From an optimization exercise on the open Yosys and OpenROAD flow, aimed at small area, a short achievable clock period and few clock cycles per item; shortcuts taken in it are not production practice. Function was checked by simulation only, so behaviour that the tests miss may differ from the original. Power is estimated from default activity; no workload was simulated.

[design/flow/design.v]
package lebc_pkg;
  localparam int CAPACITY   = 128;
  localparam int LINE_MAX   = 100;
  localparam int LIMIT      = (CAPACITY < LINE_MAX) ? CAPACITY : LINE_MAX;
  localparam int LANES      = 8;
  localparam int NCELL      = ((LIMIT + LANES - 1) / LANES) * LANES;
  localparam int NWIN       = NCELL / LANES;
  localparam int POS_W      = $clog2(NCELL + 2);
  localparam int WIN_W      = $clog2(NWIN + 1);
  localparam int CHAR_W     = 7;
  localparam logic [7:0] KEY_LO = 8'h20;
  localparam logic [7:0] KEY_HI = 8'h7E;
  localparam int FUNC_W     = 3;
  localparam int KEY_W      = 8;
  localparam int CHUNK_W    = 64;
  localparam int COUNT_W    = 4;
  typedef enum logic [FUNC_W-1:0] {
    FN_HOME  = 3'd0,
    FN_END   = 3'd1,
    FN_LEFT  = 3'd2,
    FN_RIGHT = 3'd3,
    FN_TYPE  = 3'd4,
    FN_ERASE = 3'd5,
    FN_PRINT = 3'd6
  } func_e;
  typedef enum logic [1:0] {
    CELL_HOLD,
    CELL_INSERT,
    CELL_DELETE,
    CELL_ROTATE
  } cell_op_e;
  typedef enum logic {
    ST_IDLE,
    ST_PRINT
  } state_e;
  typedef struct packed {
    cell_op_e           op;
    logic [CHAR_W-1:0]  key;
    logic [POS_W-1:0]   cursor;
  } cell_cmd_t;
  typedef struct packed {
    logic               ok;
    logic [CHUNK_W-1:0] text_chunk;
    logic [COUNT_W-1:0] chunk_count;
    logic               last;
  } result_t;
endpackage
module lebc_cell (
  input  logic              clk_i,
  input  lebc_pkg::cell_cmd_t cmd_i,
  input  logic [lebc_pkg::POS_W-1:0]  index_i,
  input  logic [lebc_pkg::CHAR_W-1:0] left_i,
  input  logic [lebc_pkg::CHAR_W-1:0] right_i,
  input  logic [lebc_pkg::CHAR_W-1:0] rot_i,
  output logic [lebc_pkg::CHAR_W-1:0] char_o
);
  logic [lebc_pkg::CHAR_W-1:0] char_q;
  logic [lebc_pkg::CHAR_W-1:0] char_d;
  logic [lebc_pkg::POS_W:0]    index_inc;
  assign index_inc = {1'b0, index_i} + (lebc_pkg::POS_W+1)'(1);
  always_comb begin
    char_d = char_q;
    unique case (cmd_i.op)
      lebc_pkg::CELL_INSERT: begin
        if (index_i > cmd_i.cursor) begin
          char_d = left_i;
        end else if (index_i == cmd_i.cursor) begin
          char_d = cmd_i.key;
        end
      end
      lebc_pkg::CELL_DELETE: begin
        if (index_inc >= {1'b0, cmd_i.cursor}) begin
          char_d = right_i;
        end
      end
      lebc_pkg::CELL_ROTATE: char_d = rot_i;
      default:     char_d = char_q;
    endcase
  end
  always_ff @(posedge clk_i) begin
    char_q <= char_d;
  end
  assign char_o = char_q;
endmodule
module lebc_out_fifo (
  input  logic               clk_i,
  input  logic               rst_ni,
  input  logic               push_i,
  input  lebc_pkg::result_t  data_i,
  output logic               full_o,
  output logic               res_valid_o,
  input  logic               res_ready_i,
  output logic               res_ok_o,
  output logic [lebc_pkg::CHUNK_W-1:0] res_text_chunk_o,
  output logic [lebc_pkg::COUNT_W-1:0] res_chunk_count_o,
  output logic               res_last_o
);
  lebc_pkg::result_t     ent0_q;
  lebc_pkg::result_t     ent1_q;
  logic        wr_ptr_q;
  logic        rd_ptr_q;
  logic [1:0]  cnt_q;
  logic [1:0]  cnt_d;
  logic        pop;
  lebc_pkg::result_t     head;
  assign pop    = res_valid_o && res_ready_i;
  assign full_o = (cnt_q == 2'd2);
  assign head   = rd_ptr_q ? ent1_q : ent0_q;
  always_comb begin
    cnt_d = cnt_q;
    if (push_i && !pop) begin
      cnt_d = cnt_q + 2'd1;
    end else if (pop && !push_i) begin
      cnt_d = cnt_q - 2'd1;
    end
  end
  always_ff @(posedge clk_i or negedge rst_ni) begin
    if (!rst_ni) begin
      wr_ptr_q <= 1'b0;
      rd_ptr_q <= 1'b0;
      cnt_q    <= 2'd0;
    end else begin
      cnt_q <= cnt_d;
      if (push_i) begin
        wr_ptr_q <= !wr_ptr_q;
      end
      if (pop) begin
        rd_ptr_q <= !rd_ptr_q;
      end
    end
  end
  always_ff @(posedge clk_i) begin
    if (push_i && !wr_ptr_q) begin
      ent0_q <= data_i;
    end
    if (push_i && wr_ptr_q) begin
      ent1_q <= data_i;
    end
  end
  assign res_valid_o       = (cnt_q != 2'd0);
  assign res_ok_o          = head.ok;
  assign res_text_chunk_o  = head.text_chunk;
  assign res_chunk_count_o = head.chunk_count;
  assign res_last_o        = head.last;
endmodule
module line_edit_buffer_with_cursor (
  input  logic               clk_i,
  input  logic               rst_ni,
  input  logic               cmd_valid_i,
  output logic               cmd_ready_o,
  input  logic [lebc_pkg::FUNC_W-1:0]  cmd_func_i,
  input  logic [lebc_pkg::KEY_W-1:0]   cmd_key_code_i,
  output logic               res_valid_o,
  input  logic               res_ready_i,
  output logic               res_ok_o,
  output logic [lebc_pkg::CHUNK_W-1:0] res_text_chunk_o,
  output logic [lebc_pkg::COUNT_W-1:0] res_chunk_count_o,
  output logic               res_last_o
);
  lebc_pkg::state_e             state_q, state_d;
  logic [lebc_pkg::POS_W-1:0]   len_q, len_d;
  logic [lebc_pkg::POS_W-1:0]   cur_q, cur_d;
  logic [lebc_pkg::KEY_W-1:0]   sep_q, sep_d;
  logic [lebc_pkg::POS_W-1:0]   nbytes_q, nbytes_d;
  logic [lebc_pkg::WIN_W-1:0]   win_q, win_d;
  logic [lebc_pkg::CHAR_W-1:0]  prev_q, prev_d;
  logic [lebc_pkg::NCELL-1:0][lebc_pkg::CHAR_W-1:0] cell_char;
  lebc_pkg::cell_cmd_t          cell_cmd;
  logic               fifo_full;
  logic               push;
  lebc_pkg::result_t            push_data;
  logic               accept;
  logic               emitting;
  logic [lebc_pkg::POS_W+3:0]   win_base;
  logic [lebc_pkg::POS_W+3:0]   rem;
  logic [lebc_pkg::COUNT_W-1:0] count;
  logic [lebc_pkg::CHUNK_W-1:0] chunk;
  logic               key_ok;
  assign cmd_ready_o = (state_q == lebc_pkg::ST_IDLE) && !fifo_full;
  assign accept      = cmd_valid_i && cmd_ready_o;
  assign key_ok      = (cmd_key_code_i >= lebc_pkg::KEY_LO) && (cmd_key_code_i <= lebc_pkg::KEY_HI);
  assign win_base = (lebc_pkg::POS_W+4)'(win_q) << 3;
  assign rem      = (lebc_pkg::POS_W+4)'(nbytes_q) - win_base;
  assign emitting = (win_q == '0) || (win_base < (lebc_pkg::POS_W+4)'(nbytes_q));
  assign count    = (rem >= (lebc_pkg::POS_W+4)'(lebc_pkg::LANES)) ? lebc_pkg::COUNT_W'(lebc_pkg::LANES) : lebc_pkg::COUNT_W'(rem);
  always_comb begin
    logic [lebc_pkg::POS_W+3:0] p;
    chunk = '0;
    for (int j = 0; j < lebc_pkg::LANES; j++) begin
      p = win_base + (lebc_pkg::POS_W+4)'(j);
      if (lebc_pkg::COUNT_W'(j) < count) begin
        if (sep_q != '0 && p == (lebc_pkg::POS_W+4)'(cur_q)) begin
          chunk[8*j +: 8] = sep_q;
        end else if (sep_q != '0 && p > (lebc_pkg::POS_W+4)'(cur_q)) begin
          chunk[8*j +: 8] = (j == 0) ? {1'b0, prev_q} : {1'b0, cell_char[(j == 0) ? 0 : j-1]};
        end else begin
          chunk[8*j +: 8] = {1'b0, cell_char[j]};
        end
      end
    end
  end
  always_comb begin
    state_d       = state_q;
    len_d         = len_q;
    cur_d         = cur_q;
    sep_d         = sep_q;
    nbytes_d      = nbytes_q;
    win_d         = win_q;
    prev_d        = prev_q;
    cell_cmd.op     = lebc_pkg::CELL_HOLD;
    cell_cmd.key    = cmd_key_code_i[lebc_pkg::CHAR_W-1:0];
    cell_cmd.cursor = cur_q;
    push          = 1'b0;
    push_data.ok          = 1'b1;
    push_data.text_chunk  = '0;
    push_data.chunk_count = '0;
    push_data.last        = 1'b1;
    unique case (state_q)
      lebc_pkg::ST_IDLE: begin
        if (accept) begin
          push = 1'b1;
          unique case (cmd_func_i)
            lebc_pkg::FN_HOME:  cur_d = '0;
            lebc_pkg::FN_END:   cur_d = len_q;
            lebc_pkg::FN_LEFT: begin
              if (cur_q != '0) begin
                cur_d = cur_q - lebc_pkg::POS_W'(1);
              end
            end
            lebc_pkg::FN_RIGHT: begin
              if (cur_q < len_q) begin
                cur_d = cur_q + lebc_pkg::POS_W'(1);
              end
            end
            lebc_pkg::FN_TYPE: begin
              if (key_ok && len_q < lebc_pkg::POS_W'(lebc_pkg::LIMIT)) begin
                cell_cmd.op = lebc_pkg::CELL_INSERT;
                cur_d       = cur_q + lebc_pkg::POS_W'(1);
                len_d       = len_q + lebc_pkg::POS_W'(1);
              end else begin
                push_data.ok = 1'b0;
              end
            end
            lebc_pkg::FN_ERASE: begin
              if (cur_q != '0) begin
                cell_cmd.op = lebc_pkg::CELL_DELETE;
                cur_d       = cur_q - lebc_pkg::POS_W'(1);
                len_d       = len_q - lebc_pkg::POS_W'(1);
              end else begin
                push_data.ok = 1'b0;
              end
            end
            lebc_pkg::FN_PRINT: begin
              push     = 1'b0;
              sep_d    = cmd_key_code_i;
              nbytes_d = len_q + lebc_pkg::POS_W'(cmd_key_code_i != '0);
              win_d    = '0;
              state_d  = lebc_pkg::ST_PRINT;
            end
            default:  push_data.ok = 1'b0;
          endcase
        end
      end
      lebc_pkg::ST_PRINT: begin
        if (!emitting || !fifo_full) begin
          push                  = emitting;
          push_data.text_chunk  = chunk;
          push_data.chunk_count = count;
          push_data.last        = (rem <= (lebc_pkg::POS_W+4)'(lebc_pkg::LANES));
          cell_cmd.op           = lebc_pkg::CELL_ROTATE;
          prev_d                = cell_char[lebc_pkg::LANES-1];
          win_d                 = win_q + lebc_pkg::WIN_W'(1);
          if (win_q == lebc_pkg::WIN_W'(lebc_pkg::NWIN - 1)) begin
            state_d = lebc_pkg::ST_IDLE;
          end
        end
      end
      default: state_d = lebc_pkg::ST_IDLE;
    endcase
  end
  always_ff @(posedge clk_i or negedge rst_ni) begin
    if (!rst_ni) begin
      state_q <= lebc_pkg::ST_IDLE;
      len_q   <= '0;
      cur_q   <= '0;
      win_q   <= '0;
    end else begin
      state_q <= state_d;
      len_q   <= len_d;
      cur_q   <= cur_d;
      win_q   <= win_d;
    end
  end
  always_ff @(posedge clk_i) begin
    sep_q    <= sep_d;
    nbytes_q <= nbytes_d;
    prev_q   <= prev_d;
  end
  for (genvar i = 0; i < lebc_pkg::NCELL; i++) begin : g_cell
    localparam int ROT_SRC = (i + lebc_pkg::LANES) % lebc_pkg::NCELL;
    logic [lebc_pkg::CHAR_W-1:0] left_char;
    logic [lebc_pkg::CHAR_W-1:0] right_char;
    if (i == 0) begin : g_first
      assign left_char = '0;
    end else begin : g_inner_l
      assign left_char = cell_char[i-1];
    end
    if (i == lebc_pkg::NCELL - 1) begin : g_last
      assign right_char = '0;
    end else begin : g_inner_r
      assign right_char = cell_char[i+1];
    end
    lebc_cell u_cell (
      .clk_i   (clk_i),
      .cmd_i   (cell_cmd),
      .index_i (lebc_pkg::POS_W'(i)),
      .left_i  (left_char),
      .right_i (right_char),
      .rot_i   (cell_char[ROT_SRC]),
      .char_o  (cell_char[i])
    );
  end
  lebc_out_fifo u_out_fifo (
    .clk_i             (clk_i),
    .rst_ni            (rst_ni),
    .push_i            (push),
    .data_i            (push_data),
    .full_o            (fifo_full),
    .res_valid_o       (res_valid_o),
    .res_ready_i       (res_ready_i),
    .res_ok_o          (res_ok_o),
    .res_text_chunk_o  (res_text_chunk_o),
    .res_chunk_count_o (res_chunk_count_o),
    .res_last_o        (res_last_o)
  );
endmodule
[design/flow/run.sh]
#!/bin/bash
# synth_recipe.tcl (not shown) runs the flow's synth.tcl, then flattens the netlist and writes it again
# the make line also repeats each setting of config.mk as NAME=value (left out here)
make -C /OpenROAD-flow-scripts/flow DESIGN_CONFIG=/design/flow/config.mk WORK_HOME=/design/flow/orfs CLKGATE_MAP_FILE= SYNTH_SCRIPT=/design/flow/synth_recipe.tcl finish
[design/flow/config.mk]
export PLATFORM = sky130hd
export DESIGN_NAME = line_edit_buffer_with_cursor
export DESIGN_NICKNAME = line_edit_buffer_with_cursor
export VERILOG_FILES = /design/flow/design.v
export SDC_FILE = /design/flow/constraint.sdc
export NUM_CORES = 4
export LEC_CHECK = 0
export CAP_MARGIN = 20
export CORE_MARGIN = 2
export CORE_UTILIZATION = 40
export SLEW_MARGIN = 20
[design/flow/constraint.sdc]
create_clock -name core_clock -period 5.0 [get_ports {clk_i}]
set_input_delay 1.0000 -clock core_clock [delete_from_list [all_inputs] [get_ports {clk_i}]]
set_output_delay 1.0000 -clock core_clock [all_outputs]
set_load 0.01 [all_outputs]
==> results.py <==
metrics = {
    "run": {
        "maxCapViolCount": 0,
    },
    "power": {
        "p_sw_w": 0.0258,
        "max-vdd-ir-drop_uv": 523,
        "clkPwrFrac_pct": 13.7,
        "power.density_mw_per_mm2": 898,
        "p_total_w": 0.0548,
        "swShare_pct": 47.0,
        "comb_power_share_pct": 46.6,
        "p_leak_nw": 22.2,
        "pwr-share-seq_pct": 39.7,
        "internal-power_w": 0.0290,
    },
    "floorplanning": {
        "die_w_um": 377,
        "row_count": 137,
        "die_area_mm2": 0.142,
        "core-area_mm2": 0.139,
        "ios": 87,
        "start_util_pct": 40.1,
        "chipHeight_um": 377,
    },
    "yosys": {
        "synthCells": 4625,
        "syn_nets": 4672,
        "synth_cell_types": 80,
        "ys_ff_latch": 913,
        "synth_warnings": 3,
        "async_flop_share_pct": 2.52,
        "syn_area_per_cell_um2": 12.1,
        "synthFlopType": "edfxtp_1",
        "syn_area_mm2": 0.0558,
        "synth_edf_count": 890,
        "synth_seq_area_share_pct": 48.9,
    },
    "sta": {
        "relSlewSlack_pct": 20.8,
        "hold_slack_ns": 0.488,
        "rsz0062_at_grt": "no",
        "worst_pin_slew_ns": 1.19,
        "setup_tns_ns": 0,
        "drv_slew": 0,
        "timing.fmax_mhz": 248,
        "period_minus_slack_ns": 4.04,
        "setup_ws_ns": 0.962,
        "finalHoldViolations": 0,
        "setup_violations": 0,
        "fin_worst_skew_ns": 0.0343,
        "min_period_over_period_pct": 80.8,
    },
    "critical_path": {
        "r2r_slack_ns": 0.96,
        "rr_endpoint": "g_cell[52].u_cell.char_q[2]$_DFFE_PP_",
        "crit_buf_inv": 3,
        "cp_top_family": "compound AO/OA/AOI/OAI gates",
        "reg2regPathDepth": 8,
        "crit_slowest_cell": "a211oi_1",
        "crit_path_max_fanout": 24,
        "path_common_cell": "buf_4",
        "path_cells": "buf_4, inv_1, nor4_1, buf_4, o21a_1, nor2_1, nor3_1, a211oi_1",
        "worstPathRequired_ns": 5.35,
        "start_kind": "register",
        "startpoint": "cur_q[4]$_DFFE_PN0P_",
        "crit_type": "register to register",
        "reg2reg_from": "cur_q[4]$_DFFE_PN0P_",
        "critical_path.max_stage_delay_ns": 0.98,
        "arrival_ns": 4.39,
        "end_kind": "register",
    },
    "clocking": {
        "hold_buffers": 0,
        "cts_tree": "yes",
        "clkTransAtPathRegs_ns": 0.06,
        "clockBufferDepth": 3,
        "clockRootBuffer": "clkbuf_16",
        "clock-sinks": 913,
        "numCtsBuffers": 103,
        "post_cts_buffers": 0,
        "clock_latency_ns": 0.75,
        "cts_max_level": 3,
        "cts_resized": 0,
    },
    "global_route": {
        "use_met3_pct": 7.33,
        "grt-ovfl-total": 0,
        "grt_pass1_wl_um": 321000,
        "grt_pass1_vias": 42200,
        "top_usage_layer": "met2",
        "grt.total_usage_pct": 31.1,
        "grt_max_degree": 204,
        "grt.met1_usage_pct": 42.4,
        "antenna_found_initial": 2,
        "use_met2_pct": 47.6,
    },
    "layout": {
        "final_common_cell": "edfxtp_1",
        "fill_cells": 12900,
        "syn_to_final_growth_pct": 9.38,
        "nNetsFinal": 4579,
        "drive_gt1_share_pct": 23.4,
        "final_cell_mix": "890 x edfxtp_1, 743 x mux2i_1, 731 x a22oi_1",
    },
    "route": {
        "drc": 0,
        "viasPerCell": 6.86,
        "postRouteAntennaNets": 0,
        "dr.pass1.iters": 9,
        "drt-initial-drc-count": 7216,
        "drt-wirelength-per-cell_um": 35.1,
        "routed-via-count": 44600,
        "wl_um": 228000,
    },
    "hold_path": {
        "holdPathStages": 1,
        "min_from": "u_out_fifo.cnt_q[1]$_DFFE_PN0P_",
        "worstHoldPathType": "register to register",
        "holdPathEnd": "u_out_fifo.cnt_q[1]$_DFFE_PN0P_",
    },
    "placed_design": {
        "globalplace.congestion": 0.950,
        "dp_hpwl_um": 159000,
        "io_buffers": 86,
        "pre_cts_ws_ns": 0.613,
    },
    "outcome": {
        "status": "no timing/DRC/antenna violations",
    },
}
==> Yosys cell counts, types with 9 or more instances <==
library cell | number | share of area, %
a211oi_1 | 42 | 0.57
a21o_1 | 21 | 0.28
a21oi_1 | 106 | 0.95
a21oi_2 | 11 | 0.17
a221oi_1 | 48 | 0.75
a22oi_1 | 731 | 9.8
a311oi_1 | 9 | 0.14
a31oi_1 | 25 | 0.28
and2_1 | 13 | 0.15
and3_1 | 11 | 0.12
buf_1 | 23 | 0.15
buf_12 | 67 | 2.4
buf_2 | 48 | 0.43
buf_6 | 12 | 0.24
clkbuf_1 | 301 | 2.0
dfrtp_1 | 23 | 1.0
edfxtp_1 | 890 | 48
ha_1 | 30 | 0.67
inv_1 | 35 | 0.24
mux2_2 | 70 | 1.4
mux2i_1 | 743 | 13
nand2_1 | 154 | 1.0
nand2b_1 | 9 | 0.10
nand3_1 | 21 | 0.19
nand3b_1 | 11 | 0.15
nor2_1 | 132 | 0.89
nor2b_1 | 12 | 0.13
nor3_1 | 22 | 0.20
o21ai_0 | 107 | 0.96
o21ai_1 | 111 | 1.0
o21ai_2 | 605 | 9.5
o22ai_1 | 17 | 0.19
o31ai_1 | 9 | 0.12
or3_1 | 11 | 0.12
xnor2_1 | 14 | 0.22
==> sequential cells by signal, summed over array words and instances, names as in the netlist <==
| name | count |
|---|---|
| nbytes_q | 7 |
| len_q | 7 |
| u_out_fifo.ent1_q | 70 |
| u_out_fifo.cnt_q | 2 |
| prev_q | 7 |
| u_out_fifo.ent0_q | 70 |
| sep_q | 8 |
| state_q | 1 |
| u_out_fifo.wr_ptr_q | 1 |
| g_cell.u_cell.char_q | 728 |
| u_out_fifo.rd_ptr_q | 1 |
| win_q | 4 |
| cur_q | 7 |
==> through the flow <==
stage / std cells / utilization [%] / area, um^2
3_5_place_dp: 6296 / 41.5 / 57700
6_report: 6496 / 43.9 / 61000
4_1_cts: 6485 / 43.8 / 60900
5_1_grt: 6492 / 43.9 / 61000
2_1_floorplan: 4625 / - / 55800
3_3_place_gp: 6293 / 41.5 / 57700
==> routing by layer <==
metal	share of wire (%)	routed length (um)	vias up
met4	4.7	10700	2
li1	-	-	18300
met2	44	101000	3242
met3	11	26200	608
met1	39	90100	22400
met5	0.0053	12	-
==> area by class of cell <==
class | count | area [um^2] | area share (%)
sequential | 913 | 27300 | 44.8
multi-input combinational | 3209 | 25400 | 41.7
clock buffer | 131 | 2730 | 4.47
timing repair buffer | 268 | 2580 | 4.24
tap | 1876 | 2350 | 3.85
clock inverter | 58 | 463 | 0.759
inverter | 37 | 146 | 0.240
antenna | 4 | 10.0 | 0.0164
==> how the worst max path moves through the flow <==
stage,endpoint,slack (ns),cells past startpoint
after floorplan,u_out_fifo.ent0_q[0]$_DFFE_PP_,1.02,8
after global placement,g_cell[64].u_cell.char_q[2]$_DFFE_PP_,0.56,8
after detailed placement,g_cell[100].u_cell.char_q[0]$_DFFE_PP_,0.61,7
after CTS,g_cell[52].u_cell.char_q[2]$_DFFE_PP_,1.10,8
after global routing,u_out_fifo.ent1_q[21]$_DFFE_PP_,0.83,10
final,g_cell[52].u_cell.char_q[2]$_DFFE_PP_,0.96,8
==> power by group through the flow <==
stage | logic (W) | registers, W | clock network [W]
2_1_floorplan | 0.0191 | 0.0173 | 0
3_3_place_gp | 0.0244 | 0.0214 | 0
3_5_place_dp | 0.0248 | 0.0214 | 0
4_1_cts | 0.0249 | 0.0213 | 0.00752
5_1_grt | 0.0271 | 0.0216 | 0.00777
6_report | 0.0255 | 0.0217 | 0.00751
==> cells by family after synthesis <==
logic type | count (synthesis) | share of synthesized area (%)
compound gates | 1901 | 25.8
flops | 913 | 48.9
mux | 813 | 14.7
buf+inv | 503 | 5.70
simple gates | 444 | 3.74
fa+ha+maj | 32 | 0.745
xor+xnor | 19 | 0.298
Testbench counts, summed over its fixed seeds: cycles 22,996, items 6,400.

## re-timing with driven ports
No port has a modelled driver above. Below, the same layout with a new extraction and two added sets of constraints.
Step 1 (the two cells are an assumption about what drives the block):
set clk [get_ports {clk_i}]
set_driving_cell -lib_cell sky130_fd_sc_hd__clkbuf_16 $clk
set_driving_cell -lib_cell sky130_fd_sc_hd__buf_2 [delete_from_list [all_inputs] $clk]
Step 2 times the ports against the registers' clock, not the clock port: input delays grow and output delays shrink by t, the midpoint of the rising clock arrivals with the driver on.
Slacks: ideal ports / drivers / drivers and shift; pairs: ideal ports / drivers.
t, ns: 0.810
setup slack, ns: 0.962 / 0.962 / 0.599
worst setup path at the end: input to register
clock arrival spread, ns: 0.036 / 0.037
pins driven straight from the clock port: 1
After both steps this run still meets setup and hold. The setup slack of this run moves by 0.000 ns with the drivers and by -0.363 ns with both steps.
